Source: an optimization exercise on an open RTL-to-GDS flow (aim: small area, a short achievable clock period and few clock cycles). Production flows keep margins and buffers that such runs may drop. In this exercise RTL edits were held to simulation tests only and were not proved equivalent to the original.

--- flow/flow/run.sh ---
#!/bin/bash
# Standard layout, with the port buffers made of the smallest buffer cell and
# Yosys's generic fine-grained ABC pass skipped, so that the adders written as
# gates reach full-adder extraction as written.
set -euo pipefail
bash standard.sh SYNTH_ARGS=-noabc BUFFER_PORTS_ARGS="-buffer_cell sky130_fd_sc_hd__buf_1" finish > standard_flow.log 2>&1
--- flow/standard.sh ---
#!/bin/bash
# synth_recipe.tcl (not shown) runs the flow's synth.tcl, then flattens the netlist and writes it again
# the make line also repeats each setting of config.mk as NAME=value (left out here)
make -C /OpenROAD-flow-scripts/flow DESIGN_CONFIG=/design/flow/config.mk WORK_HOME=/design/flow/orfs CLKGATE_MAP_FILE= SYNTH_SCRIPT=/design/flow/synth_recipe.tcl "${@:-finish}"
--- flow/config.mk ---
export PLATFORM = sky130hd
export DESIGN_NAME = rtc_fields_to_epoch_seconds_unit
export DESIGN_NICKNAME = rtc_fields_to_epoch_seconds_unit
export VERILOG_FILES = /design/flow/design.v
export SDC_FILE = /design/flow/constraint.sdc
export NUM_CORES = 4
export LEC_CHECK = 0
export CAP_MARGIN = 20
export CORE_MARGIN = 2
export CORE_UTILIZATION = 60
export CTS_BUF_LIST = sky130_fd_sc_hd__clkbuf_8
export SETUP_SLACK_MARGIN = 3.5
export SLEW_MARGIN = 20
--- flow/constraint.sdc ---
create_clock -name core_clock -period 8.0 [get_ports {clk}]
set_input_delay 1.6000 -clock core_clock [delete_from_list [all_inputs] [get_ports {clk}]]
set_output_delay 1.6000 -clock core_clock [all_outputs]
set_load 0.01 [all_outputs]
--- flow/design.v ---
package rfes_pkg;
  localparam logic [11:0] EPOCH_YEAR    = 12'd1970;
  localparam logic [11:0] BASE_YEAR     = 12'd2000;
  localparam logic [16:0] SECS_PER_DAY  = 17'd86400;
  localparam logic [16:0] SECS_PER_HOUR = 17'd3600;
  localparam logic [16:0] SECS_PER_MIN  = 17'd60;
  localparam logic [16:0] SECS_PER_SEC  = 17'd1;
  localparam logic [1:0] EPOCH_MOD4   = 2'd2;
  localparam logic [6:0] EPOCH_MOD100 = 7'd70;
  localparam logic [8:0] EPOCH_MOD400 = 9'd370;
  localparam logic CFG_BCD_MODE  = 1'b0;
  localparam logic CFG_TWELVE_HR = 1'b1;
  typedef struct packed {
    logic [7:0] raw_seconds;
    logic [7:0] raw_minutes;
    logic [7:0] raw_hours;
    logic [7:0] raw_monthday;
    logic [7:0] raw_month;
    logic [7:0] raw_year;
  } rfes_in_t;
  typedef struct packed {
    logic [31:0] epoch_seconds;
    logic        field_error;
  } rfes_out_t;
  typedef struct packed {
    logic [7:0] sec;
    logic [7:0] min;
    logic [7:0] hr;
    logic [7:0] day;
    logic [3:0] mon_idx;
    logic       mon_ok;
    logic [7:0] yr;
    logic       err;
  } rfes_dec_t;
  typedef enum logic [3:0] {
    ST_IDLE,
    ST_YEARS,
    ST_DAY,
    ST_MUL_DAY,
    ST_MUL_HR,
    ST_MUL_MIN,
    ST_MUL_SEC,
    ST_LAST,
    ST_OUT
  } rfes_state_t;
  typedef enum logic [3:0] {
    OP_NONE,
    OP_LOAD,
    OP_YEAR,
    OP_MONTH,
    OP_DAY,
    OP_MUL_DAY,
    OP_MUL_HR,
    OP_MUL_MIN,
    OP_MUL_SEC,
    OP_LAST
  } rfes_op_t;
  typedef struct packed {
    rfes_op_t op;
  } rfes_ctrl_t;
  typedef struct packed {
    logic year_done;
  } rfes_stat_t;
  function automatic logic [7:0] bcd_decode(input logic [7:0] b, input logic bcd);
    logic [7:0] hi;
    hi = {4'b0000, b[7:4]};
    if (bcd) begin
      bcd_decode = (hi << 3) + (hi << 1) + {4'b0000, b[3:0]};
    end else begin
      bcd_decode = b;
    end
  endfunction
  function automatic logic [8:0] days_before_month(input logic [3:0] idx);
    case (idx)
      4'd0:    days_before_month = 9'd0;
      4'd1:    days_before_month = 9'd31;
      4'd2:    days_before_month = 9'd59;
      4'd3:    days_before_month = 9'd90;
      4'd4:    days_before_month = 9'd120;
      4'd5:    days_before_month = 9'd151;
      4'd6:    days_before_month = 9'd181;
      4'd7:    days_before_month = 9'd212;
      4'd8:    days_before_month = 9'd243;
      4'd9:    days_before_month = 9'd273;
      4'd10:   days_before_month = 9'd304;
      4'd11:   days_before_month = 9'd334;
      default: days_before_month = 9'd0;
    endcase
  endfunction
  function automatic logic [4:0] month_length(input logic [3:0] idx);
    case (idx)
      4'd1:              month_length = 5'd28;
      4'd3, 4'd5, 4'd8,
      4'd10:             month_length = 5'd30;
      default:           month_length = 5'd31;
    endcase
  endfunction
  function automatic logic [15:0] month_offset(input logic [3:0] mon, input logic leap);
    case ({mon, leap})
      5'd2: month_offset = 16'd10957;
      5'd3: month_offset = 16'd10956;
      5'd4: month_offset = 16'd10988;
      5'd5: month_offset = 16'd10987;
      5'd6: month_offset = 16'd11016;
      5'd7: month_offset = 16'd11016;
      5'd8: month_offset = 16'd11047;
      5'd9: month_offset = 16'd11047;
      5'd10: month_offset = 16'd11077;
      5'd11: month_offset = 16'd11077;
      5'd12: month_offset = 16'd11108;
      5'd13: month_offset = 16'd11108;
      5'd14: month_offset = 16'd11138;
      5'd15: month_offset = 16'd11138;
      5'd16: month_offset = 16'd11169;
      5'd17: month_offset = 16'd11169;
      5'd18: month_offset = 16'd11200;
      5'd19: month_offset = 16'd11200;
      5'd20: month_offset = 16'd11230;
      5'd21: month_offset = 16'd11230;
      5'd22: month_offset = 16'd11261;
      5'd23: month_offset = 16'd11261;
      5'd24: month_offset = 16'd11291;
      5'd25: month_offset = 16'd11291;
      default: month_offset = 16'd0;
    endcase
  endfunction
  function automatic logic gt8(input logic [7:0] x, input logic [7:0] c);
    logic g;
    g = 1'b0;
    for (int i = 0; i < 8; i++) begin
      g = c[i] ? (x[i] & g) : (x[i] | g);
    end
    gt8 = g;
  endfunction
  function automatic logic bcd_gt59(input logic [7:0] b);
    bcd_gt59 = gt8({4'd0, b[7:4]}, 8'd5) || ((b[7:4] == 4'd5) && gt8({4'd0, b[3:0]}, 8'd9));
  endfunction
  function automatic logic bcd_gt23(input logic [7:0] b);
    bcd_gt23 = gt8({4'd0, b[7:4]}, 8'd2) || ((b[7:4] == 4'd2) && gt8({4'd0, b[3:0]}, 8'd3)) ||
               ((b[7:4] == 4'd1) && gt8({4'd0, b[3:0]}, 8'd13));
  endfunction
  function automatic logic bcd_gt99(input logic [7:0] b);
    bcd_gt99 = gt8({4'd0, b[7:4]}, 8'd9) || ((b[7:4] == 4'd9) && gt8({4'd0, b[3:0]}, 8'd9));
  endfunction
  function automatic logic bcd_bad_1_12(input logic [6:0] b);
    bcd_bad_1_12 = gt8({5'd0, b[6:4]}, 8'd1) || ((b[6:4] == 3'd1) && gt8({4'd0, b[3:0]}, 8'd2)) ||
                   ((b[6:4] == 3'd0) && ((b[3:0] == 4'd0) || gt8({4'd0, b[3:0]}, 8'd12)));
  endfunction
  function automatic logic day_gt(input logic [7:0] b, input logic bcd, input logic [3:0] ml);
    if (bcd) begin
      day_gt = gt8({4'd0, b[7:4]}, 8'd3) ||
               ((b[7:4] == 4'd3) && (ml[0] || ml[1] || (ml[2] && (b[3:0] != 4'd0)) ||
                                     (ml[3] && gt8({4'd0, b[3:0]}, 8'd1)))) ||
               ((b[7:4] == 4'd2) && ((ml[0] && gt8({4'd0, b[3:0]}, 8'd8)) ||
                                     (ml[1] && gt8({4'd0, b[3:0]}, 8'd9)) ||
                                     (ml[2] && gt8({4'd0, b[3:0]}, 8'd10)) ||
                                     (ml[3] && gt8({4'd0, b[3:0]}, 8'd11))));
    end else begin
      day_gt = gt8(b, 8'd31) || (ml[0] && gt8(b, 8'd28)) || (ml[1] && gt8(b, 8'd29)) ||
               (ml[2] && gt8(b, 8'd30));
    end
  endfunction
  function automatic logic [4:0] hour12(input logic [3:0] h, input logic pm);
    case ({pm, h})
      5'h01: hour12 = 5'd1;
      5'h02: hour12 = 5'd2;
      5'h03: hour12 = 5'd3;
      5'h04: hour12 = 5'd4;
      5'h05: hour12 = 5'd5;
      5'h06: hour12 = 5'd6;
      5'h07: hour12 = 5'd7;
      5'h08: hour12 = 5'd8;
      5'h09: hour12 = 5'd9;
      5'h0a: hour12 = 5'd10;
      5'h0b: hour12 = 5'd11;
      5'h11: hour12 = 5'd13;
      5'h12: hour12 = 5'd14;
      5'h13: hour12 = 5'd15;
      5'h14: hour12 = 5'd16;
      5'h15: hour12 = 5'd17;
      5'h16: hour12 = 5'd18;
      5'h17: hour12 = 5'd19;
      5'h18: hour12 = 5'd20;
      5'h19: hour12 = 5'd21;
      5'h1a: hour12 = 5'd22;
      5'h1b: hour12 = 5'd23;
      5'h1c: hour12 = 5'd12;
      default: hour12 = 5'd0;
    endcase
  endfunction
endpackage
module rtc_fields_to_epoch_seconds_unit (
  input  logic      clk,
  input  logic      rst,
  input  logic      start,
  output logic      busy,
  input  rfes_pkg::rfes_in_t  fields,
  output logic      done,
  output rfes_pkg::rfes_out_t result,
  input  logic      cfg_write,
  input  logic      cfg_index,
  input  logic      cfg_data
);
  logic        bcd_mode;
  logic        twelve_hour_mode;
  always_ff @(posedge clk) begin
    if (rst) begin
      bcd_mode         <= 1'b1;
      twelve_hour_mode <= 1'b0;
    end else if (cfg_write) begin
      case (cfg_index)
        rfes_pkg::CFG_BCD_MODE:  bcd_mode         <= cfg_data;
        rfes_pkg::CFG_TWELVE_HR: twelve_hour_mode <= cfg_data;
        default:       bcd_mode         <= bcd_mode;
      endcase
    end
  end
  assign busy = 1'b0;
  logic [5:0]  sec6;
  logic [5:0]  min6;
  logic [4:0]  hv5;
  logic [4:0]  day5;
  logic [6:0]  yr7;
  logic [3:0]  mon4;
  logic [3:0]  h4;
  logic [4:0]  hr5;
  logic        leap;
  logic [3:0]  ml;
  logic        err_sec, err_min, err_hr, err_day, err_mon, err_yr, err_all;
  logic t0;
  logic t1;
  logic t2;
  logic t3;
  logic t4;
  logic t5;
  logic t6;
  logic t7;
  logic t8;
  logic t9;
  logic t10;
  logic t11;
  logic t12;
  logic t13;
  logic t14;
  logic t15;
  logic t16;
  logic t17;
  logic t18;
  logic t19;
  logic t20;
  logic t21;
  logic t22;
  logic t23;
  logic t24;
  logic t25;
  logic t26;
  logic t27;
  logic t28;
  logic t29;
  logic t30;
  logic t31;
  logic t32;
  logic t33;
  logic t34;
  logic t35;
  logic t36;
  logic t37;
  logic t38;
  logic t39;
  logic t40;
  logic t41;
  logic t42;
  logic t43;
  logic t44;
  logic t45;
  logic t46;
  logic t47;
  logic t48;
  logic t49;
  logic t50;
  logic t51;
  logic t52;
  logic t53;
  logic t54;
  logic t55;
  logic t56;
  logic t57;
  logic t58;
  logic t59;
  logic t60;
  logic t61;
  logic t62;
  logic t63;
  logic t64;
  logic t65;
  logic t66;
  logic t67;
  logic t68;
  logic t69;
  logic t70;
  logic t71;
  logic t72;
  logic t73;
  logic t74;
  logic t75;
  logic t76;
  logic t77;
  logic t78;
  logic t79;
  logic t80;
  logic t81;
  logic t82;
  logic t83;
  logic t84;
  logic t85;
  logic t86;
  logic t87;
  logic t88;
  logic t89;
  logic t90;
  logic t91;
  logic t92;
  logic t93;
  logic t94;
  logic t95;
  logic t96;
  logic t97;
  logic t98;
  logic t99;
  logic t100;
  logic t101;
  logic t102;
  logic t103;
  logic t104;
  logic t105;
  logic t106;
  logic t107;
  logic t108;
  logic t109;
  logic t110;
  logic t111;
  logic t112;
  logic t113;
  logic t114;
  logic t115;
  logic t116;
  logic t117;
  logic t118;
  logic t119;
  logic t120;
  logic t121;
  logic t122;
  logic t123;
  logic t124;
  logic t125;
  logic t126;
  logic t127;
  logic t128;
  logic t129;
  logic t130;
  logic t131;
  logic t132;
  logic t133;
  logic t134;
  logic t135;
  logic t136;
  logic t137;
  logic t138;
  logic t139;
  logic t140;
  logic t141;
  logic t142;
  logic t143;
  logic t144;
  logic t145;
  logic t146;
  logic t147;
  logic t148;
  logic t149;
  logic t150;
  logic t151;
  logic t152;
  logic t153;
  logic t154;
  logic t155;
  logic t156;
  logic t157;
  logic t158;
  logic t159;
  logic t160;
  assign t0 = bcd_mode & fields.raw_seconds[4];
  assign t1 = bcd_mode & fields.raw_seconds[5];
  assign t2 = bcd_mode ? fields.raw_seconds[6] : fields.raw_seconds[4];
  assign t3 = ~bcd_mode & fields.raw_seconds[5];
  assign t4 = ~bcd_mode & fields.raw_seconds[6];
  assign t5 = fields.raw_seconds[3] ^ fields.raw_seconds[4];
  assign t6 = fields.raw_seconds[3] & fields.raw_seconds[4];
  assign t7 = fields.raw_seconds[5] ^ t3;
  assign t8 = fields.raw_seconds[5] & t3;
  assign t9 = fields.raw_seconds[6] ^ t4;
  assign t10 = fields.raw_seconds[6] & t4;
  assign t11 = fields.raw_seconds[1] ^ t0;
  assign t12 = fields.raw_seconds[2] ^ t1;
  assign t13 = t2 ^ t5;
  assign t14 = t7 ^ t6;
  assign t15 = t9 ^ t8;
  assign t16 = fields.raw_seconds[1] & t0;
  assign t17 = fields.raw_seconds[2] & t1;
  assign t18 = t2 & t5;
  assign t19 = t7 & t6;
  assign t20 = t9 & t8;
  assign t21 = t17 | (t12 & t16);
  assign t22 = t12 & t11;
  assign t23 = t19 | (t14 & t18);
  assign t24 = t14 & t13;
  assign t25 = t18 | (t13 & t21);
  assign t26 = t13 & t22;
  assign t27 = t23 | (t24 & t21);
  assign t28 = t24 & t22;
  assign t29 = t20 | (t15 & t27);
  assign t30 = t12 ^ t16;
  assign t31 = t13 ^ t21;
  assign t32 = t14 ^ t25;
  assign t33 = t15 ^ t27;
  assign t34 = bcd_mode & fields.raw_minutes[4];
  assign t35 = bcd_mode & fields.raw_minutes[5];
  assign t36 = bcd_mode ? fields.raw_minutes[6] : fields.raw_minutes[4];
  assign t37 = ~bcd_mode & fields.raw_minutes[5];
  assign t38 = ~bcd_mode & fields.raw_minutes[6];
  assign t39 = fields.raw_minutes[3] ^ fields.raw_minutes[4];
  assign t40 = fields.raw_minutes[3] & fields.raw_minutes[4];
  assign t41 = fields.raw_minutes[5] ^ t37;
  assign t42 = fields.raw_minutes[5] & t37;
  assign t43 = fields.raw_minutes[6] ^ t38;
  assign t44 = fields.raw_minutes[6] & t38;
  assign t45 = fields.raw_minutes[1] ^ t34;
  assign t46 = fields.raw_minutes[2] ^ t35;
  assign t47 = t36 ^ t39;
  assign t48 = t41 ^ t40;
  assign t49 = t43 ^ t42;
  assign t50 = fields.raw_minutes[1] & t34;
  assign t51 = fields.raw_minutes[2] & t35;
  assign t52 = t36 & t39;
  assign t53 = t41 & t40;
  assign t54 = t43 & t42;
  assign t55 = t51 | (t46 & t50);
  assign t56 = t46 & t45;
  assign t57 = t53 | (t48 & t52);
  assign t58 = t48 & t47;
  assign t59 = t52 | (t47 & t55);
  assign t60 = t47 & t56;
  assign t61 = t57 | (t58 & t55);
  assign t62 = t58 & t56;
  assign t63 = t54 | (t49 & t61);
  assign t64 = t46 ^ t50;
  assign t65 = t47 ^ t55;
  assign t66 = t48 ^ t59;
  assign t67 = t49 ^ t61;
  assign t68 = bcd_mode & fields.raw_hours[4];
  assign t69 = bcd_mode & fields.raw_hours[5];
  assign t70 = ~bcd_mode & fields.raw_hours[4];
  assign t71 = ~bcd_mode & fields.raw_hours[5];
  assign t72 = fields.raw_hours[3] ^ fields.raw_hours[4];
  assign t73 = fields.raw_hours[3] & fields.raw_hours[4];
  assign t74 = fields.raw_hours[5] ^ t71;
  assign t75 = fields.raw_hours[5] & t71;
  assign t76 = fields.raw_hours[1] ^ t68;
  assign t77 = fields.raw_hours[2] ^ t69;
  assign t78 = t70 ^ t72;
  assign t79 = t74 ^ t73;
  assign t80 = fields.raw_hours[1] & t68;
  assign t81 = fields.raw_hours[2] & t69;
  assign t82 = t70 & t72;
  assign t83 = t74 & t73;
  assign t84 = t81 | (t77 & t80);
  assign t85 = t77 & t76;
  assign t86 = t83 | (t79 & t82);
  assign t87 = t82 | (t78 & t84);
  assign t88 = t78 & t85;
  assign t89 = t86 | (t79 & t84);
  assign t90 = t77 ^ t80;
  assign t91 = t78 ^ t84;
  assign t92 = t79 ^ t87;
  assign t93 = bcd_mode & fields.raw_monthday[4];
  assign t94 = bcd_mode & fields.raw_monthday[5];
  assign t95 = ~bcd_mode & fields.raw_monthday[4];
  assign t96 = ~bcd_mode & fields.raw_monthday[5];
  assign t97 = fields.raw_monthday[3] ^ fields.raw_monthday[4];
  assign t98 = fields.raw_monthday[3] & fields.raw_monthday[4];
  assign t99 = fields.raw_monthday[5] ^ t96;
  assign t100 = fields.raw_monthday[5] & t96;
  assign t101 = fields.raw_monthday[1] ^ t93;
  assign t102 = fields.raw_monthday[2] ^ t94;
  assign t103 = t95 ^ t97;
  assign t104 = t99 ^ t98;
  assign t105 = fields.raw_monthday[1] & t93;
  assign t106 = fields.raw_monthday[2] & t94;
  assign t107 = t95 & t97;
  assign t108 = t99 & t98;
  assign t109 = t106 | (t102 & t105);
  assign t110 = t102 & t101;
  assign t111 = t108 | (t104 & t107);
  assign t112 = t107 | (t103 & t109);
  assign t113 = t103 & t110;
  assign t114 = t111 | (t104 & t109);
  assign t115 = t102 ^ t105;
  assign t116 = t103 ^ t109;
  assign t117 = t104 ^ t112;
  assign t118 = bcd_mode & fields.raw_year[4];
  assign t119 = bcd_mode & fields.raw_year[5];
  assign t120 = bcd_mode ? fields.raw_year[6] : fields.raw_year[4];
  assign t121 = bcd_mode ? fields.raw_year[7] : fields.raw_year[5];
  assign t122 = ~bcd_mode & fields.raw_year[6];
  assign t123 = ~bcd_mode & fields.raw_year[7];
  assign t124 = fields.raw_year[3] ^ fields.raw_year[4];
  assign t125 = fields.raw_year[3] & fields.raw_year[4];
  assign t126 = fields.raw_year[5] ^ t121;
  assign t127 = fields.raw_year[5] & t121;
  assign t128 = fields.raw_year[6] ^ t122;
  assign t129 = fields.raw_year[6] & t122;
  assign t130 = fields.raw_year[7] ^ t123;
  assign t131 = fields.raw_year[7] & t123;
  assign t132 = fields.raw_year[1] ^ t118;
  assign t133 = fields.raw_year[2] ^ t119;
  assign t134 = t120 ^ t124;
  assign t135 = t126 ^ t125;
  assign t136 = t128 ^ t127;
  assign t137 = t130 ^ t129;
  assign t138 = fields.raw_year[1] & t118;
  assign t139 = fields.raw_year[2] & t119;
  assign t140 = t120 & t124;
  assign t141 = t126 & t125;
  assign t142 = t128 & t127;
  assign t143 = t130 & t129;
  assign t144 = t139 | (t133 & t138);
  assign t145 = t133 & t132;
  assign t146 = t141 | (t135 & t140);
  assign t147 = t135 & t134;
  assign t148 = t143 | (t137 & t142);
  assign t149 = t140 | (t134 & t144);
  assign t150 = t134 & t145;
  assign t151 = t146 | (t147 & t144);
  assign t152 = t147 & t145;
  assign t153 = t142 | (t136 & t151);
  assign t154 = t136 & t152;
  assign t155 = t148 | (t137 & t151);
  assign t156 = t133 ^ t138;
  assign t157 = t134 ^ t144;
  assign t158 = t135 ^ t149;
  assign t159 = t136 ^ t151;
  assign t160 = t137 ^ t153;
  assign sec6 = {t33, t32, t31, t30, t11, fields.raw_seconds[0]};
  assign min6 = {t67, t66, t65, t64, t45, fields.raw_minutes[0]};
  assign hv5 = {t92, t91, t90, t76, fields.raw_hours[0]};
  assign day5 = {t117, t116, t115, t101, fields.raw_monthday[0]};
  assign yr7 = {t160, t159, t158, t157, t156, t132, fields.raw_year[0]};
  always_comb begin
    err_sec = bcd_mode ? rfes_pkg::bcd_gt59(fields.raw_seconds) : rfes_pkg::gt8(fields.raw_seconds, 8'd59);
    err_min = bcd_mode ? rfes_pkg::bcd_gt59(fields.raw_minutes) : rfes_pkg::gt8(fields.raw_minutes, 8'd59);
    if (twelve_hour_mode) begin
      err_hr = bcd_mode ? rfes_pkg::bcd_bad_1_12(fields.raw_hours[6:0]) :
                          ((fields.raw_hours[6:0] == 7'd0) ||
                           rfes_pkg::gt8({1'b0, fields.raw_hours[6:0]}, 8'd12));
    end else begin
      err_hr = bcd_mode ? rfes_pkg::bcd_gt23(fields.raw_hours) : rfes_pkg::gt8(fields.raw_hours, 8'd23);
    end
    err_mon = bcd_mode ? (rfes_pkg::bcd_bad_1_12(fields.raw_month[6:0]) || fields.raw_month[7]) :
                         ((fields.raw_month == 8'd0) || rfes_pkg::gt8(fields.raw_month, 8'd12));
    err_yr  = bcd_mode ? rfes_pkg::bcd_gt99(fields.raw_year) : rfes_pkg::gt8(fields.raw_year, 8'd99);
  end
  always_comb begin
    if (bcd_mode && fields.raw_month[4]) begin
      mon4 = {1'b1, fields.raw_month[1], ~fields.raw_month[1], fields.raw_month[0]};
    end else begin
      mon4 = fields.raw_month[3:0];
    end
    if (bcd_mode && fields.raw_hours[4]) begin
      h4 = {1'b1, fields.raw_hours[1], ~fields.raw_hours[1], fields.raw_hours[0]};
    end else begin
      h4 = fields.raw_hours[3:0];
    end
    hr5 = twelve_hour_mode ? rfes_pkg::hour12(h4, fields.raw_hours[7]) : hv5;
    if (bcd_mode) begin
      leap = !fields.raw_year[0] && (fields.raw_year[1] == fields.raw_year[4]);
    end else begin
      leap = (fields.raw_year[1:0] == 2'b00);
    end
    ml[0] = (mon4 == 4'd2) && !leap;
    ml[1] = (mon4 == 4'd2) && leap;
    ml[2] = (mon4 == 4'd4) || (mon4 == 4'd6) || (mon4 == 4'd9) || (mon4 == 4'd11);
    ml[3] = !(ml[0] || ml[1] || ml[2]);
    err_day = (fields.raw_monthday == 8'd0) || rfes_pkg::day_gt(fields.raw_monthday, bcd_mode, ml);
    err_all = err_sec || err_min || err_hr || err_day || err_mon || err_yr;
  end
  logic        v_q;
  logic        err_q;
  logic [4:0]  q_q;
  logic [1:0]  r_q;
  logic [3:0]  mon_q;
  logic [4:0]  day_q;
  logic [4:0]  hr_q;
  logic [5:0]  min_q;
  logic [5:0]  sec_q;
  always_ff @(posedge clk) begin
    if (rst) begin
      v_q <= 1'b0;
    end else begin
      v_q <= start;
    end
  end
  always_ff @(posedge clk) begin
    err_q <= err_all;
    q_q   <= yr7[6:2];
    r_q   <= yr7[1:0];
    mon_q <= mon4;
    day_q <= day5;
    hr_q  <= hr5;
    min_q <= min6;
    sec_q <= sec6;
  end
  logic [31:0] tab;
  logic [31:0] epoch;
  logic        leap_q;
  assign leap_q = (r_q == 2'd0);
  always_comb begin
    case (mon_q)
      4'd1: tab = leap_q ? 32'd676164100 : 32'd676250500;
      4'd2: tab = leap_q ? 32'd678842500 : 32'd678928900;
      4'd3: tab = 32'd681348100;
      4'd4: tab = 32'd684026500;
      4'd5: tab = 32'd686618500;
      4'd6: tab = 32'd689296900;
      4'd7: tab = 32'd691888900;
      4'd8: tab = 32'd694567300;
      4'd9: tab = 32'd697245700;
      4'd10: tab = 32'd699837700;
      4'd11: tab = 32'd702516100;
      4'd12: tab = 32'd705108100;
      default: tab = 32'd0;
    endcase
  end
  logic t161;
  logic t162;
  logic t163;
  logic t164;
  logic t165;
  logic t166;
  logic t167;
  logic t168;
  logic t169;
  logic t170;
  logic t171;
  logic t172;
  logic t173;
  logic t174;
  logic t175;
  logic t176;
  logic t177;
  logic t178;
  logic t179;
  logic t180;
  logic t181;
  logic t182;
  logic t183;
  logic t184;
  logic t185;
  logic t186;
  logic t187;
  logic t188;
  logic t189;
  logic t190;
  logic t191;
  logic t192;
  logic t193;
  logic t194;
  logic t195;
  logic t196;
  logic t197;
  logic t198;
  logic t199;
  logic t200;
  logic t201;
  logic t202;
  logic t203;
  logic t204;
  logic t205;
  logic t206;
  logic t207;
  logic t208;
  logic t209;
  logic t210;
  logic t211;
  logic t212;
  logic t213;
  logic t214;
  logic t215;
  logic t216;
  logic t217;
  logic t218;
  logic t219;
  logic t220;
  logic t221;
  logic t222;
  logic t223;
  logic t224;
  logic t225;
  logic t226;
  logic t227;
  logic t228;
  logic t229;
  logic t230;
  logic t231;
  logic t232;
  logic t233;
  logic t234;
  logic t235;
  logic t236;
  logic t237;
  logic t238;
  logic t239;
  logic t240;
  logic t241;
  logic t242;
  logic t243;
  logic t244;
  logic t245;
  logic t246;
  logic t247;
  logic t248;
  logic t249;
  logic t250;
  logic t251;
  logic t252;
  logic t253;
  logic t254;
  logic t255;
  logic t256;
  logic t257;
  logic t258;
  logic t259;
  logic t260;
  logic t261;
  logic t262;
  logic t263;
  logic t264;
  logic t265;
  logic t266;
  logic t267;
  logic t268;
  logic t269;
  logic t270;
  logic t271;
  logic t272;
  logic t273;
  logic t274;
  logic t275;
  logic t276;
  logic t277;
  logic t278;
  logic t279;
  logic t280;
  logic t281;
  logic t282;
  logic t283;
  logic t284;
  logic t285;
  logic t286;
  logic t287;
  logic t288;
  logic t289;
  logic t290;
  logic t291;
  logic t292;
  logic t293;
  logic t294;
  logic t295;
  logic t296;
  logic t297;
  logic t298;
  logic t299;
  logic t300;
  logic t301;
  logic t302;
  logic t303;
  logic t304;
  logic t305;
  logic t306;
  logic t307;
  logic t308;
  logic t309;
  logic t310;
  logic t311;
  logic t312;
  logic t313;
  logic t314;
  logic t315;
  logic t316;
  logic t317;
  logic t318;
  logic t319;
  logic t320;
  logic t321;
  logic t322;
  logic t323;
  logic t324;
  logic t325;
  logic t326;
  logic t327;
  logic t328;
  logic t329;
  logic t330;
  logic t331;
  logic t332;
  logic t333;
  logic t334;
  logic t335;
  logic t336;
  logic t337;
  logic t338;
  logic t339;
  logic t340;
  logic t341;
  logic t342;
  logic t343;
  logic t344;
  logic t345;
  logic t346;
  logic t347;
  logic t348;
  logic t349;
  logic t350;
  logic t351;
  logic t352;
  logic t353;
  logic t354;
  logic t355;
  logic t356;
  logic t357;
  logic t358;
  logic t359;
  logic t360;
  logic t361;
  logic t362;
  logic t363;
  logic t364;
  logic t365;
  logic t366;
  logic t367;
  logic t368;
  logic t369;
  logic t370;
  logic t371;
  logic t372;
  logic t373;
  logic t374;
  logic t375;
  logic t376;
  logic t377;
  logic t378;
  logic t379;
  logic t380;
  logic t381;
  logic t382;
  logic t383;
  logic t384;
  logic t385;
  logic t386;
  logic t387;
  logic t388;
  logic t389;
  logic t390;
  logic t391;
  logic t392;
  logic t393;
  logic t394;
  logic t395;
  logic t396;
  logic t397;
  logic t398;
  logic t399;
  logic t400;
  logic t401;
  logic t402;
  logic t403;
  logic t404;
  logic t405;
  logic t406;
  logic t407;
  logic t408;
  logic t409;
  logic t410;
  logic t411;
  logic t412;
  logic t413;
  logic t414;
  logic t415;
  logic t416;
  logic t417;
  logic t418;
  logic t419;
  logic t420;
  logic t421;
  logic t422;
  logic t423;
  logic t424;
  logic t425;
  logic t426;
  logic t427;
  logic t428;
  logic t429;
  logic t430;
  logic t431;
  logic t432;
  logic t433;
  logic t434;
  logic t435;
  logic t436;
  logic t437;
  logic t438;
  logic t439;
  logic t440;
  logic t441;
  logic t442;
  logic t443;
  logic t444;
  logic t445;
  logic t446;
  logic t447;
  logic t448;
  logic t449;
  logic t450;
  logic t451;
  logic t452;
  logic t453;
  logic t454;
  logic t455;
  logic t456;
  logic t457;
  logic t458;
  logic t459;
  logic t460;
  logic t461;
  logic t462;
  logic t463;
  logic t464;
  logic t465;
  logic t466;
  logic t467;
  logic t468;
  logic t469;
  logic t470;
  logic t471;
  logic t472;
  logic t473;
  logic t474;
  logic t475;
  logic t476;
  logic t477;
  logic t478;
  logic t479;
  logic t480;
  logic t481;
  logic t482;
  logic t483;
  logic t484;
  logic t485;
  logic t486;
  logic t487;
  logic t488;
  logic t489;
  logic t490;
  logic t491;
  logic t492;
  logic t493;
  logic t494;
  logic t495;
  logic t496;
  logic t497;
  logic t498;
  logic t499;
  logic t500;
  logic t501;
  logic t502;
  logic t503;
  logic t504;
  logic t505;
  logic t506;
  logic t507;
  logic t508;
  logic t509;
  logic t510;
  logic t511;
  logic t512;
  logic t513;
  logic t514;
  logic t515;
  logic t516;
  logic t517;
  logic t518;
  logic t519;
  logic t520;
  logic t521;
  logic t522;
  logic t523;
  logic t524;
  logic t525;
  logic t526;
  logic t527;
  logic t528;
  logic t529;
  logic t530;
  logic t531;
  logic t532;
  logic t533;
  logic t534;
  logic t535;
  logic t536;
  logic t537;
  logic t538;
  logic t539;
  logic t540;
  logic t541;
  logic t542;
  logic t543;
  logic t544;
  logic t545;
  logic t546;
  logic t547;
  assign t161 = ~q_q[0] ^ day_q[0];
  assign t162 = ~q_q[0] & day_q[0];
  assign t163 = ~q_q[1] ^ day_q[1] ^ day_q[0];
  assign t164 = (~q_q[1] & day_q[1]) | (day_q[0] & (~q_q[1] ^ day_q[1]));
  assign t165 = ~q_q[2] ^ day_q[2];
  assign t166 = ~q_q[2] & day_q[2];
  assign t167 = ~q_q[3] ^ day_q[3] ^ day_q[2];
  assign t168 = (~q_q[3] & day_q[3]) | (day_q[2] & (~q_q[3] ^ day_q[3]));
  assign t169 = ~q_q[4] ^ day_q[4] ^ day_q[3];
  assign t170 = (~q_q[4] & day_q[4]) | (day_q[3] & (~q_q[4] ^ day_q[4]));
  assign t171 = day_q[4] ^ day_q[0];
  assign t172 = day_q[4] & day_q[0];
  assign t173 = q_q[0] ^ day_q[1];
  assign t174 = q_q[0] & day_q[1];
  assign t175 = q_q[1] ^ day_q[2];
  assign t176 = q_q[1] & day_q[2];
  assign t177 = q_q[2] ^ day_q[3];
  assign t178 = q_q[2] & day_q[3];
  assign t179 = q_q[3] ^ day_q[4] ^ day_q[2];
  assign t180 = (q_q[3] & day_q[4]) | (day_q[2] & (q_q[3] ^ day_q[4]));
  assign t181 = q_q[4] ^ ~q_q[0];
  assign t182 = q_q[4] & ~q_q[0];
  assign t183 = hr_q[3] ^ ~min_q[5] ^ min_q[1];
  assign t184 = (hr_q[3] & ~min_q[5]) | (min_q[1] & (hr_q[3] ^ ~min_q[5]));
  assign t185 = hr_q[4] ^ min_q[2] ^ ~r_q[1];
  assign t186 = (hr_q[4] & min_q[2]) | (~r_q[1] & (hr_q[4] ^ min_q[2]));
  assign t187 = tab[8] ^ t162;
  assign t188 = tab[8] & t162;
  assign t189 = day_q[1] ^ ~hr_q[0] ^ min_q[3];
  assign t190 = (day_q[1] & ~hr_q[0]) | (min_q[3] & (day_q[1] ^ ~hr_q[0]));
  assign t191 = tab[9] ^ t165 ^ t164;
  assign t192 = (tab[9] & t165) | (t164 & (tab[9] ^ t165));
  assign t193 = ~hr_q[1] ^ min_q[4] ^ r_q[0];
  assign t194 = (~hr_q[1] & min_q[4]) | (r_q[0] & (~hr_q[1] ^ min_q[4]));
  assign t195 = tab[10] ^ t166 ^ t167;
  assign t196 = (tab[10] & t166) | (t167 & (tab[10] ^ t166));
  assign t197 = ~hr_q[2] ^ min_q[5] ^ r_q[1];
  assign t198 = (~hr_q[2] & min_q[5]) | (r_q[1] & (~hr_q[2] ^ min_q[5]));
  assign t199 = tab[11] ^ t169 ^ t168;
  assign t200 = (tab[11] & t169) | (t168 & (tab[11] ^ t169));
  assign t201 = ~hr_q[3] ^ hr_q[0] ^ ~r_q[0];
  assign t202 = (~hr_q[3] & hr_q[0]) | (~r_q[0] & (~hr_q[3] ^ hr_q[0]));
  assign t203 = tab[12] ^ t171 ^ t170;
  assign t204 = (tab[12] & t171) | (t170 & (tab[12] ^ t171));
  assign t205 = ~hr_q[4] ^ hr_q[1] ^ ~r_q[1];
  assign t206 = (~hr_q[4] & hr_q[1]) | (~r_q[1] & (~hr_q[4] ^ hr_q[1]));
  assign t207 = tab[13] ^ t173 ^ t172;
  assign t208 = (tab[13] & t173) | (t172 & (tab[13] ^ t173));
  assign t209 = day_q[0] ^ hr_q[2] ^ r_q[0];
  assign t210 = (day_q[0] & hr_q[2]) | (r_q[0] & (day_q[0] ^ hr_q[2]));
  assign t211 = tab[14] ^ t175 ^ t174;
  assign t212 = (tab[14] & t175) | (t174 & (tab[14] ^ t175));
  assign t213 = day_q[1] ^ hr_q[3] ^ r_q[1];
  assign t214 = (day_q[1] & hr_q[3]) | (r_q[1] & (day_q[1] ^ hr_q[3]));
  assign t215 = tab[15] ^ t177 ^ t176;
  assign t216 = (tab[15] & t177) | (t176 & (tab[15] ^ t177));
  assign t217 = day_q[0] ^ hr_q[4] ^ r_q[0];
  assign t218 = (day_q[0] & hr_q[4]) | (r_q[0] & (day_q[0] ^ hr_q[4]));
  assign t219 = tab[16] ^ t178 ^ t179;
  assign t220 = (tab[16] & t178) | (t179 & (tab[16] ^ t178));
  assign t221 = day_q[3] ^ day_q[1] ^ r_q[1];
  assign t222 = (day_q[3] & day_q[1]) | (r_q[1] & (day_q[3] ^ day_q[1]));
  assign t223 = tab[17] ^ t181 ^ t180;
  assign t224 = (tab[17] & t181) | (t180 & (tab[17] ^ t181));
  assign t225 = ~q_q[1] ^ day_q[4] ^ day_q[2];
  assign t226 = (~q_q[1] & day_q[4]) | (day_q[2] & (~q_q[1] ^ day_q[4]));
  assign t227 = 1'b1 ^ t182;
  assign t228 = 1'b1 & t182;
  assign t229 = ~q_q[2] ^ q_q[0] ^ day_q[3];
  assign t230 = (~q_q[2] & q_q[0]) | (day_q[3] & (~q_q[2] ^ q_q[0]));
  assign t231 = ~q_q[3] ^ q_q[1];
  assign t232 = ~q_q[3] & q_q[1];
  assign t233 = ~q_q[4] ^ q_q[2];
  assign t234 = ~q_q[4] & q_q[2];
  assign t235 = ~r_q[0] ^ tab[7];
  assign t236 = ~r_q[0] & tab[7];
  assign t237 = t163 ^ t185 ^ t184;
  assign t238 = (t163 & t185) | (t184 & (t163 ^ t185));
  assign t239 = t189 ^ t186 ^ t188;
  assign t240 = (t189 & t186) | (t188 & (t189 ^ t186));
  assign t241 = t193 ^ t190 ^ t195;
  assign t242 = (t193 & t190) | (t195 & (t193 ^ t190));
  assign t243 = t197 ^ t194 ^ t199;
  assign t244 = (t197 & t194) | (t199 & (t197 ^ t194));
  assign t245 = t201 ^ t198 ^ t203;
  assign t246 = (t201 & t198) | (t203 & (t201 ^ t198));
  assign t247 = t205 ^ t202 ^ t207;
  assign t248 = (t205 & t202) | (t207 & (t205 ^ t202));
  assign t249 = t209 ^ t206 ^ t211;
  assign t250 = (t209 & t206) | (t211 & (t209 ^ t206));
  assign t251 = t213 ^ t210 ^ t215;
  assign t252 = (t213 & t210) | (t215 & (t213 ^ t210));
  assign t253 = t217 ^ t214 ^ t216;
  assign t254 = (t217 & t214) | (t216 & (t217 ^ t214));
  assign t255 = t221 ^ t218 ^ t223;
  assign t256 = (t221 & t218) | (t223 & (t221 ^ t218));
  assign t257 = t225 ^ t222 ^ t227;
  assign t258 = (t225 & t222) | (t227 & (t225 ^ t222));
  assign t259 = tab[19] ^ t229 ^ t226;
  assign t260 = (tab[19] & t229) | (t226 & (tab[19] ^ t229));
  assign t261 = day_q[4] ^ tab[20] ^ t231;
  assign t262 = (day_q[4] & tab[20]) | (t231 & (day_q[4] ^ tab[20]));
  assign t263 = ~r_q[0] ^ tab[21] ^ t233;
  assign t264 = (~r_q[0] & tab[21]) | (t233 & (~r_q[0] ^ tab[21]));
  assign t265 = q_q[3] ^ ~r_q[1] ^ tab[22];
  assign t266 = (q_q[3] & ~r_q[1]) | (tab[22] & (q_q[3] ^ ~r_q[1]));
  assign t267 = q_q[4] ^ ~q_q[0];
  assign t268 = q_q[4] & ~q_q[0];
  assign t269 = ~min_q[0] ^ sec_q[2];
  assign t270 = ~min_q[0] & sec_q[2];
  assign t271 = ~min_q[1] ^ sec_q[3];
  assign t272 = ~min_q[1] & sec_q[3];
  assign t273 = hr_q[0] ^ ~min_q[2] ^ sec_q[4];
  assign t274 = (hr_q[0] & ~min_q[2]) | (sec_q[4] & (hr_q[0] ^ ~min_q[2]));
  assign t275 = hr_q[1] ^ ~min_q[3] ^ sec_q[5];
  assign t276 = (hr_q[1] & ~min_q[3]) | (sec_q[5] & (hr_q[1] ^ ~min_q[3]));
  assign t277 = hr_q[2] ^ ~min_q[4] ^ min_q[0];
  assign t278 = (hr_q[2] & ~min_q[4]) | (min_q[0] & (hr_q[2] ^ ~min_q[4]));
  assign t279 = t161 ^ t235 ^ t183;
  assign t280 = (t161 & t235) | (t183 & (t161 ^ t235));
  assign t281 = t236 ^ t187 ^ t237;
  assign t282 = (t236 & t187) | (t237 & (t236 ^ t187));
  assign t283 = t191 ^ t238 ^ t239;
  assign t284 = (t191 & t238) | (t239 & (t191 ^ t238));
  assign t285 = t192 ^ t240 ^ t241;
  assign t286 = (t192 & t240) | (t241 & (t192 ^ t240));
  assign t287 = t196 ^ t243 ^ t242;
  assign t288 = (t196 & t243) | (t242 & (t196 ^ t243));
  assign t289 = t200 ^ t245 ^ t244;
  assign t290 = (t200 & t245) | (t244 & (t200 ^ t245));
  assign t291 = t204 ^ t247 ^ t246;
  assign t292 = (t204 & t247) | (t246 & (t204 ^ t247));
  assign t293 = t208 ^ t249 ^ t248;
  assign t294 = (t208 & t249) | (t248 & (t208 ^ t249));
  assign t295 = t212 ^ t251 ^ t250;
  assign t296 = (t212 & t251) | (t250 & (t212 ^ t251));
  assign t297 = t219 ^ t253 ^ t252;
  assign t298 = (t219 & t253) | (t252 & (t219 ^ t253));
  assign t299 = t220 ^ t254 ^ t255;
  assign t300 = (t220 & t254) | (t255 & (t220 ^ t254));
  assign t301 = t224 ^ t257 ^ t256;
  assign t302 = (t224 & t257) | (t256 & (t224 ^ t257));
  assign t303 = t228 ^ t259 ^ t258;
  assign t304 = (t228 & t259) | (t258 & (t228 ^ t259));
  assign t305 = t230 ^ t261 ^ t260;
  assign t306 = (t230 & t261) | (t260 & (t230 ^ t261));
  assign t307 = t232 ^ t263 ^ t262;
  assign t308 = (t232 & t263) | (t262 & (t232 ^ t263));
  assign t309 = t234 ^ t265 ^ t264;
  assign t310 = (t234 & t265) | (t264 & (t234 ^ t265));
  assign t311 = tab[23] ^ t267 ^ t266;
  assign t312 = (tab[23] & t267) | (t266 & (tab[23] ^ t267));
  assign t313 = ~q_q[1] ^ tab[24] ^ t268;
  assign t314 = (~q_q[1] & tab[24]) | (t268 & (~q_q[1] ^ tab[24]));
  assign t315 = ~q_q[2] ^ r_q[0] ^ tab[25];
  assign t316 = (~q_q[2] & r_q[0]) | (tab[25] & (~q_q[2] ^ r_q[0]));
  assign t317 = ~q_q[3] ^ r_q[1];
  assign t318 = ~q_q[3] & r_q[1];
  assign t319 = ~q_q[4] ^ q_q[0] ^ 1'b1;
  assign t320 = (~q_q[4] & q_q[0]) | (1'b1 & (~q_q[4] ^ q_q[0]));
  assign t321 = 1'b1 ^ t269;
  assign t322 = t271 ^ t270;
  assign t323 = t273 ^ t272;
  assign t324 = t275 ^ t274;
  assign t325 = t277 ^ t276;
  assign t326 = t279 ^ t278;
  assign t327 = t281 ^ t280;
  assign t328 = t283 ^ t282;
  assign t329 = t285 ^ t284;
  assign t330 = t287 ^ t286;
  assign t331 = t289 ^ t288;
  assign t332 = t291 ^ t290;
  assign t333 = t293 ^ t292;
  assign t334 = t295 ^ t294;
  assign t335 = t297 ^ t296;
  assign t336 = t299 ^ t298;
  assign t337 = t301 ^ t300;
  assign t338 = t303 ^ t302;
  assign t339 = t305 ^ t304;
  assign t340 = t307 ^ t306;
  assign t341 = t309 ^ t308;
  assign t342 = t311 ^ t310;
  assign t343 = t313 ^ t312;
  assign t344 = t315 ^ t314;
  assign t345 = t317 ^ t316;
  assign t346 = t319 ^ t318;
  assign t347 = q_q[1] ^ t320;
  assign t348 = q_q[2] ^ 1'b1;
  assign t349 = q_q[3] ^ 1'b0;
  assign t350 = q_q[4] ^ 1'b0;
  assign t351 = 1'b1 & t269;
  assign t352 = t271 & t270;
  assign t353 = t273 & t272;
  assign t354 = t275 & t274;
  assign t355 = t277 & t276;
  assign t356 = t279 & t278;
  assign t357 = t281 & t280;
  assign t358 = t283 & t282;
  assign t359 = t285 & t284;
  assign t360 = t287 & t286;
  assign t361 = t289 & t288;
  assign t362 = t291 & t290;
  assign t363 = t293 & t292;
  assign t364 = t295 & t294;
  assign t365 = t297 & t296;
  assign t366 = t299 & t298;
  assign t367 = t301 & t300;
  assign t368 = t303 & t302;
  assign t369 = t305 & t304;
  assign t370 = t307 & t306;
  assign t371 = t309 & t308;
  assign t372 = t311 & t310;
  assign t373 = t313 & t312;
  assign t374 = t315 & t314;
  assign t375 = t317 & t316;
  assign t376 = t319 & t318;
  assign t377 = q_q[1] & t320;
  assign t378 = q_q[2] & 1'b1;
  assign t379 = q_q[3] & 1'b0;
  assign t380 = q_q[4] & 1'b0;
  assign t381 = t352 | (t322 & t351);
  assign t382 = t322 & t321;
  assign t383 = t354 | (t324 & t353);
  assign t384 = t324 & t323;
  assign t385 = t356 | (t326 & t355);
  assign t386 = t326 & t325;
  assign t387 = t358 | (t328 & t357);
  assign t388 = t328 & t327;
  assign t389 = t360 | (t330 & t359);
  assign t390 = t330 & t329;
  assign t391 = t362 | (t332 & t361);
  assign t392 = t332 & t331;
  assign t393 = t364 | (t334 & t363);
  assign t394 = t334 & t333;
  assign t395 = t366 | (t336 & t365);
  assign t396 = t336 & t335;
  assign t397 = t368 | (t338 & t367);
  assign t398 = t338 & t337;
  assign t399 = t370 | (t340 & t369);
  assign t400 = t340 & t339;
  assign t401 = t372 | (t342 & t371);
  assign t402 = t342 & t341;
  assign t403 = t374 | (t344 & t373);
  assign t404 = t344 & t343;
  assign t405 = t376 | (t346 & t375);
  assign t406 = t346 & t345;
  assign t407 = t378 | (t348 & t377);
  assign t408 = t348 & t347;
  assign t409 = t380 | (t350 & t379);
  assign t410 = t353 | (t323 & t381);
  assign t411 = t323 & t382;
  assign t412 = t383 | (t384 & t381);
  assign t413 = t384 & t382;
  assign t414 = t357 | (t327 & t385);
  assign t415 = t327 & t386;
  assign t416 = t387 | (t388 & t385);
  assign t417 = t388 & t386;
  assign t418 = t361 | (t331 & t389);
  assign t419 = t331 & t390;
  assign t420 = t391 | (t392 & t389);
  assign t421 = t392 & t390;
  assign t422 = t365 | (t335 & t393);
  assign t423 = t335 & t394;
  assign t424 = t395 | (t396 & t393);
  assign t425 = t396 & t394;
  assign t426 = t369 | (t339 & t397);
  assign t427 = t339 & t398;
  assign t428 = t399 | (t400 & t397);
  assign t429 = t400 & t398;
  assign t430 = t373 | (t343 & t401);
  assign t431 = t343 & t402;
  assign t432 = t403 | (t404 & t401);
  assign t433 = t404 & t402;
  assign t434 = t377 | (t347 & t405);
  assign t435 = t347 & t406;
  assign t436 = t407 | (t408 & t405);
  assign t437 = t408 & t406;
  assign t438 = t355 | (t325 & t412);
  assign t439 = t325 & t413;
  assign t440 = t385 | (t386 & t412);
  assign t441 = t386 & t413;
  assign t442 = t414 | (t415 & t412);
  assign t443 = t415 & t413;
  assign t444 = t416 | (t417 & t412);
  assign t445 = t417 & t413;
  assign t446 = t363 | (t333 & t420);
  assign t447 = t333 & t421;
  assign t448 = t393 | (t394 & t420);
  assign t449 = t394 & t421;
  assign t450 = t422 | (t423 & t420);
  assign t451 = t423 & t421;
  assign t452 = t424 | (t425 & t420);
  assign t453 = t425 & t421;
  assign t454 = t371 | (t341 & t428);
  assign t455 = t341 & t429;
  assign t456 = t401 | (t402 & t428);
  assign t457 = t402 & t429;
  assign t458 = t430 | (t431 & t428);
  assign t459 = t431 & t429;
  assign t460 = t432 | (t433 & t428);
  assign t461 = t433 & t429;
  assign t462 = t379 | (t349 & t436);
  assign t463 = t349 & t437;
  assign t464 = t409 | (t350 & t436);
  assign t465 = t359 | (t329 & t444);
  assign t466 = t329 & t445;
  assign t467 = t389 | (t390 & t444);
  assign t468 = t390 & t445;
  assign t469 = t418 | (t419 & t444);
  assign t470 = t419 & t445;
  assign t471 = t420 | (t421 & t444);
  assign t472 = t421 & t445;
  assign t473 = t446 | (t447 & t444);
  assign t474 = t447 & t445;
  assign t475 = t448 | (t449 & t444);
  assign t476 = t449 & t445;
  assign t477 = t450 | (t451 & t444);
  assign t478 = t451 & t445;
  assign t479 = t452 | (t453 & t444);
  assign t480 = t453 & t445;
  assign t481 = t375 | (t345 & t460);
  assign t482 = t345 & t461;
  assign t483 = t405 | (t406 & t460);
  assign t484 = t406 & t461;
  assign t485 = t434 | (t435 & t460);
  assign t486 = t435 & t461;
  assign t487 = t436 | (t437 & t460);
  assign t488 = t437 & t461;
  assign t489 = t462 | (t463 & t460);
  assign t490 = t463 & t461;
  assign t491 = t464 | (t350 & t460);
  assign t492 = t367 | (t337 & t479);
  assign t493 = t337 & t480;
  assign t494 = t397 | (t398 & t479);
  assign t495 = t398 & t480;
  assign t496 = t426 | (t427 & t479);
  assign t497 = t427 & t480;
  assign t498 = t428 | (t429 & t479);
  assign t499 = t429 & t480;
  assign t500 = t454 | (t455 & t479);
  assign t501 = t455 & t480;
  assign t502 = t456 | (t457 & t479);
  assign t503 = t457 & t480;
  assign t504 = t458 | (t459 & t479);
  assign t505 = t459 & t480;
  assign t506 = t460 | (t461 & t479);
  assign t507 = t461 & t480;
  assign t508 = t481 | (t482 & t479);
  assign t509 = t482 & t480;
  assign t510 = t483 | (t484 & t479);
  assign t511 = t484 & t480;
  assign t512 = t485 | (t486 & t479);
  assign t513 = t486 & t480;
  assign t514 = t487 | (t488 & t479);
  assign t515 = t488 & t480;
  assign t516 = t489 | (t490 & t479);
  assign t517 = t490 & t480;
  assign t518 = t491 | (t350 & t479);
  assign t519 = t322 ^ t351;
  assign t520 = t323 ^ t381;
  assign t521 = t324 ^ t410;
  assign t522 = t325 ^ t412;
  assign t523 = t326 ^ t438;
  assign t524 = t327 ^ t440;
  assign t525 = t328 ^ t442;
  assign t526 = t329 ^ t444;
  assign t527 = t330 ^ t465;
  assign t528 = t331 ^ t467;
  assign t529 = t332 ^ t469;
  assign t530 = t333 ^ t471;
  assign t531 = t334 ^ t473;
  assign t532 = t335 ^ t475;
  assign t533 = t336 ^ t477;
  assign t534 = t337 ^ t479;
  assign t535 = t338 ^ t492;
  assign t536 = t339 ^ t494;
  assign t537 = t340 ^ t496;
  assign t538 = t341 ^ t498;
  assign t539 = t342 ^ t500;
  assign t540 = t343 ^ t502;
  assign t541 = t344 ^ t504;
  assign t542 = t345 ^ t506;
  assign t543 = t346 ^ t508;
  assign t544 = t347 ^ t510;
  assign t545 = t348 ^ t512;
  assign t546 = t349 ^ t514;
  assign t547 = t350 ^ t516;
  assign epoch = {t547, t546, t545, t544, t543, t542, t541, t540, t539, t538, t537, t536, t535, t534, t533, t532, t531, t530, t529, t528, t527, t526, t525, t524, t523, t522, t521, t520, t519, t321, sec_q[1], sec_q[0]};
  logic        v2_q;
  logic [32:0] res_q;
  always_ff @(posedge clk) begin
    if (rst) begin
      v2_q <= 1'b0;
    end else begin
      v2_q <= v_q;
    end
  end
  always_ff @(posedge clk) begin
    res_q <= {epoch, err_q};
  end
  assign done   = v2_q;
  assign result = res_q;
endmodule
==> summary.txt, run 1 <==
outcome=complete, no violations; Final setup viols=0; layout cell share with drive strength beyond 1=0.110; WL final=13.8 mm; Ys Warns=1; synth cell count leaders=inv_1, fa_1, dfxtp_1; fraction of the yosys area taken by sequential cells=0.234; Crit path top cell by count=fa_1; die area=0.0109 sq mm; Avg Inst Size Synth=9.85 sq um; first drt pass iteration count=5; total negative slack=0 ns; drt first-iter violations=330; final core occ=0.712; row cnt=36; vias in the first global route=4,783; final slew viol count=0; post-synthesis mux area share=0.0107; GPL Wtd Cong=around 0.9; Register Area=0.00145 sq mm; Worst path max stage delay=0.57 ns; Skew-Pair Late Insertion Delay=0.36 ns; Die H=105 microns; effective utilization at floorplan=0.620; Mapped Area=0.00606 sq mm; routed length per placed instance=16.3 microns; CTS root buf=clkbuf_8; Crit path buffers/inverters=1; Slowest cell on crit path=fa_1; Slew @ Worst Pin=about 0.82 ns; Synth Area in Adders=0.387; Antenna Diode Count=0; Overflow after GRT=0; fin nets=904; DRC violations left=0; via count=~4,700; largest net degree at the start of global routing=31; Total GRT Usage=0.268; # Max-Cap Violations=0; final antenna-violating net count=0; Die Wd=105 microns; area of the multi-input gates=0.00440 sq mm; worst setup path class=flip-flop to flip-flop; final hold violations=0; Crit path max-delay family=adder cells; Simple-Gate Fraction of Synth Area=0.103; Synth Flop Type=dfxtp_1; Placed Area=0.00649 sq mm; crit path max fanout=11; initial antenna violation count=0; Net Count, Synth=810; worst min path class=flip-flop to flip-flop; H-Tree Level Count=3; routed vias/inst=5.50; Mapped Cells=about 600; crit path time final=4.34 ns; crit start category=flip-flop; synthesized flop and latch total=71; crit path capture type=flip-flop; ys async rst share=0; Yosys cell types=58; largest cells by area after synthesis=fa_1, dfxtp_1, ha_1; post-synth top area cell=fa_1; clock tree from TritonCTS=yes; largest family of logic cells by synthesized area=adder cells; hpwl dp=roughly 11 mm; FILL cells=approximately 780; clock skew=0.0170 ns; Yosys top cell area share=0.261; Max Freq=231 MHz; RSZ-0062 raised after global routing=no; most common cell in the netlist=inv_1; required time worst endpoint=between 8 and 9 ns; number of synthesized flops with an enable pin=0; hold slack=around 0.33 ns; Slew HR=0.450; Synth Area in Compound Gates=0.149; Port Buf Inserts=87; first-pass GRT wire length=23.0 mm; TritonCTS buffer count=9; I/O pins=about 90; fin crit share=0.542; CTS clk-pin slew, worst paths=0.08 ns; core area=0.00977 sq mm; xor/xnor share of the synthesized area=0.0534; Cell Chain, Critical Path=nor2b_2 -> or2_2 -> o21ai_0 -> o21ai_1 -> fa_1 -> fa_1 -> fa_1 -> ha_4 -> a21oi_2 -> o21ai_2 -> a21oi_2 -> o21bai_2 -> a21oi_2 -> inv_1 -> fa_1 -> xor2_1; cell area after layout=0.00696 sq mm; Crit path arrival time=4.59 ns; CTS sink cnt=71; Layout area overhead=14.8%; clock tree buffer depth=2
==> stage by stage <==
stage,setup WS (ns),instances
2_1_floorplan,3.65,616
3_3_place_gp,3.13,820
3_5_place_dp,3.03,820
4_1_cts,3.50,837
5_1_grt,3.46,848
6_report,3.66,848
==> cells in the final DEF (no fill, tap or decap), types with 21 or more instances in the layout <==
| cell type | netlist | layout |
|---|---|---|
| buf_1 | 0 | 87 |
| dfxtp_1 | 71 | 62 |
| a21oi_1 | 39 | 34 |
| nand2_1 | 30 | 28 |
| ha_1 | 61 | 59 |
| fa_1 | 79 | 78 |
| o21ai_0 | 27 | 22 |
| inv_1 | 82 | 79 |
| xnor2_1 | 21 | 21 |
| nor2_1 | 34 | 32 |
==> registers in the layout, indices dropped and copies added, names as in the netlist, 2 cells and up <==
register  cells
res_q        33
min_q         6
sec_q         6
day_q         5
hr_q          5
q_q           5
mon_q         4
r_q           2
==> cell type report <==
cell class	count	share of cell area
clock buffers	9	0.0178
clock inverters	7	0.0138
inverters	83	0.0453
multi-input cells	446	0.631
flip-flops and latches	71	0.208
well taps	133	0.0239
repair buffers	99	0.0598
==> logic make-up after synthesis <==
kind of cell               count (synthesis)
DFF                                       71
xor gates and xnor gates                  37
adders and majority gates                140
other                                      1
AOI/OAI and AO/OA                        135
buffers and inverters                     99
and+or+nand+nor                          127
muxes                                      6
==> path summary, 6_finish.rpt <==
kind | startpoint | depth (start not counted) | end | slack (ns)
worst max-delay path | mon_q[0] | 16 | res_q[20] | 3.66
worst min-delay path | sec_q[0] | 0 | res_q[1] | 0.33
worst max register to register | mon_q[0] | 16 | res_q[20] | 3.66
worst min register to register | sec_q[0] | 0 | res_q[1] | 0.33
==> worst register-to-register path, delay by kind of cell, from the launching register on <==
family,cells,cell delay [ns]
buf+inv,1,0.08
simple gates,2,0.50
compound gates,7,0.97
fa+ha+maj,5,2.15
xor+xnor,1,0.15
flops,1,0.39
==> routing by layer <==
metal | GRT usage | vias to the layer above | share of wire
met5 | 0 | - | 0
li1 | - | 2253 | -
met4 | 0.0801 | 0 | 0.012
met2 | 0.437 | 124 | 0.49
met1 | 0.362 | 2267 | 0.45
met3 | 0.0536 | 16 | 0.047
==> what timing repair did <==
| item | in CTS | in global routing |
|---|---|---|
| setup endpoints to repair | 15 | 15 |
| setup buffers | 1 | 11 |
| hold buffers | 0 | 0 |
| gates resized for setup | 15 | 33 |
| pin swaps | 0 | 9 |
Testbench counts, summed over its fixed seeds: cycles 2,112.
==> run 2, diff against run 1 <==
--- a/flow/config.mk
+++ b/flow/config.mk
@@ -7,7 +7,7 @@
 export LEC_CHECK = 0
 export CAP_MARGIN = 20
 export CORE_MARGIN = 2
-export CORE_UTILIZATION = 60
+export CORE_UTILIZATION = 75
 export CTS_BUF_LIST = sky130_fd_sc_hd__clkbuf_8
 export SETUP_SLACK_MARGIN = 3.5
 export SLEW_MARGIN = 20
==> run 2 against run 1 <==
Net effect: via count rose by 12%; die area fell by 19%; non-clock buffer count grew 1; hold slack worse by 0.0019 ns; register-to-register slack got worse by 0.15 ns; largest cell class unchanged; critical path depth stayed put; count of clock-buffer cells in the layout is the same; first-iteration DRC count grew 45%.
==> summary.txt, run 2 <==
TritonCTS buffer count=9; cell area after layout=0.00688 sq mm; Antenna Diode Count=0; post-synth top area cell=fa_1; largest register by flop count=res_q; most common cell in the netlist=inv_1; Total GRT Usage=0.367; H-Tree Level Count=3; clock tree from TritonCTS=yes; fraction of the yosys area taken by sequential cells=0.234; Overflow after GRT=0; r2r startpoint=mon_q[0]; worst setup path class=flip-flop to flip-flop; clock skew=between 0.02 and 0.025 ns; Synth Flop Type=dfxtp_1; Port Buf Inserts=slightly below 90; crit start category=flip-flop; final slew viol count=0; routed length per placed instance=21.0 microns; max FFs per register=33; DRC violations left=0; initial antenna violation count=0; number of synthesized flops with an enable pin=0; hpwl dp=12.0 mm; final hold violations=0; RSZ-0062 raised after global routing=no; drt first-iter violations=477; ys async rst share=0; Max Freq=223 MHz; largest registers=res_q: 33 flops, min_q: 6 flops, sec_q: 6 flops; required time worst endpoint=8.23 ns; worst min path class=flip-flop to flip-flop; instance count on the critical path=16; layout cell share with drive strength beyond 1=0.103; Worst Slack Setup Final=3.51 ns; Layout area overhead=13.5%; first drt pass iteration count=6; Yosys cell types=58; Skew-Pair Late Insertion Delay=0.35 ns; Yosys top cell area share=0.261; first-pass GRT wire length=24.5 mm; effective utilization at floorplan=0.781; Placed Area=0.00645 sq mm; CTS clk-pin slew, worst paths=0.09 ns; crit path max fanout=10; CTS root buf=clkbuf_8; crit path capture type=flip-flop; Slew HR=0.424; core area=0.00777 sq mm; outcome=complete, no violations; clock tree buffer depth=2; Avg Inst Size Synth=9.85 sq um; leading cell type in the layout, fill and taps excluded=buf_1; Mapped Cells=616; Crit path arrival time=4.72 ns; Cell Chain, Critical Path=nor2b_4 -> or2_2 -> a21oi_1 -> o21ai_0 -> fa_1 -> fa_1 -> fa_2 -> ha_1 -> nand2_2 -> a211oi_4 -> a21oi_2 -> o21bai_2 -> a21oi_2 -> inv_1 -> fa_1 -> xor2_1; FILL cells=357; Crit path top cell by count=fa_1; Die Wd=93.9 microns; fin nets=905; synth cell count leaders=inv_1, fa_1, dfxtp_1; die area=0.00882 sq mm; CP Capture Point=res_q[20]; Ys Warns=1; I/O pins=89; placed cell count=789; hold buffer count at CTS=0; crit path time final=4.49 ns; r2r endpoint=res_q[20]; fin crit share=0.561; synthesized flop and latch total=just over 70; Mapped Area=approximately 0.006 sq mm; Crit path max-delay family=adder cells; R2R cell count=16; highest-count cells in the layout ignoring fill and taps=buf_1, inv_1, fa_1; Slowest cell on crit path=fa_2; Register Area=0.00145 sq mm; # Max-Cap Violations=0; Crit path buffers/inverters=1; Slew @ Worst Pin=roughly 0.86 ns; crit path from=mon_q[0]; area of the multi-input gates=0.00435 sq mm; Net Count, Synth=810; Worst path max stage delay=approximately 0.58 ns; final antenna-violating net count=0; total negative slack=0 ns; hold slack=roughly 0.33 ns; CTS sink cnt=71; GPL Wtd Cong=0.962; row cnt=32; largest cells by area after synthesis=fa_1, dfxtp_1, ha_1; WL final=17.1 mm; Die H=93.9 microns; final core occ=0.886; largest net degree at the start of global routing=31; routed vias/inst=between 6 and 7; Finished Layout Cells=818; Final setup viols=0; via count=5,223; flop2flop setup slack=3.51 ns; vias in the first global route=between 5,000 and 6,000; pre-CTS setup slack=2.96 ns
## run 2: cell counts after synthesis
Identical to the previous run, type by type.
## run 2: area by class of cell
type | instances | share of cell area
Clock inverter | 7 | 0.0142
Clock buffer | 9 | 0.0180
Inverter | 83 | 0.0458
Multi-Input combinational cell | 446 | 0.632
Tap cell | 102 | 0.0185
Timing Repair Buffer | 100 | 0.0616
Sequential cell | 71 | 0.210
## run 2: how the worst min path moves through the flow
stage	from	to	slack, ns	cells after the start
after global placement	sec_q[1]	res_q[2]	0.31	0
after floorplan	err_q	res_q[0]	0.31	0
final	sec_q[1]	res_q[2]	0.33	0
after CTS	sec_q[1]	res_q[2]	0.33	0
after global routing	sec_q[1]	res_q[2]	0.34	0
after detailed placement	err_q	res_q[0]	0.31	0
## run 2: cell families after synthesis
| logic type | count (synthesis) | share of synthesized area |
|---|---|---|
| compound gates | 135 | 0.149 |
| xor+xnor | 37 | 0.0534 |
| fa+ha+maj | 140 | 0.387 |
| buf+inv | 99 | 0.0621 |
| flops | 71 | 0.234 |
| mux | 6 | 0.0107 |
| other cells | 1 | 0.000618 |
| simple gates | 127 | 0.103 |
## run 2: worst register-to-register path, delay by kind of cell (launching register included)
kind	cells	cell delay [ns]
adders and majority gates	5	2.24
xor gates and xnor gates	1	0.17
AOI/OAI and AO/OA	6	0.92
DFF	1	0.39
and+or+nand+nor	3	0.56
buffers and inverters	1	0.09
## run 2: per-layer routing
layer,global-route usage,share of wire,vias up
li1,-,-,2251
met1,0.432,0.36,2523
met2,0.648,0.50,350
met3,0.0762,0.082,99
met4,0.156,0.058,0
met5,0,0,-
## run 2: what timing repair did
action / CTS / global route
buffers inserted: 2 / 11
endpoints found under the hold margin: 0 / 0
endpoints found under the setup margin: 17 / 11
pin swaps: 3 / 7
resized for setup: 18 / 21

## static timing again, ports no longer ideal
The results above use ideal ports. As a check the final layouts listed here were re-extracted and re-timed, cells and wires unchanged.
Step 1 sets driving cells, clkbuf_16 on the clock port and buf_2 on the other inputs (assumed; they add their load-dependent delay and slew).
Step 2 moves the port delays by t, midway between the first and last clock arrival at a register: inputs arrive t later, outputs are due t later. That takes back most of the time a late clock gives input paths.
a / b / c = no drivers / after step 1 / after step 2; a / b = the first two.
| run | t, ns | setup slack, ns | worst setup path at the end | worst data-port slew with drivers (ns) | pins driven straight from the clock port |
|---|---|---|---|---|---|
| run 1 | 0.388 | 3.663 / 3.663 / 3.663 | register to register | 0.04 | 1 |
| run 2 | 0.379 | 3.511 / 3.511 / 3.511 | register to register | 0.05 | 1 |
After both steps setup and hold are still met in every run listed.
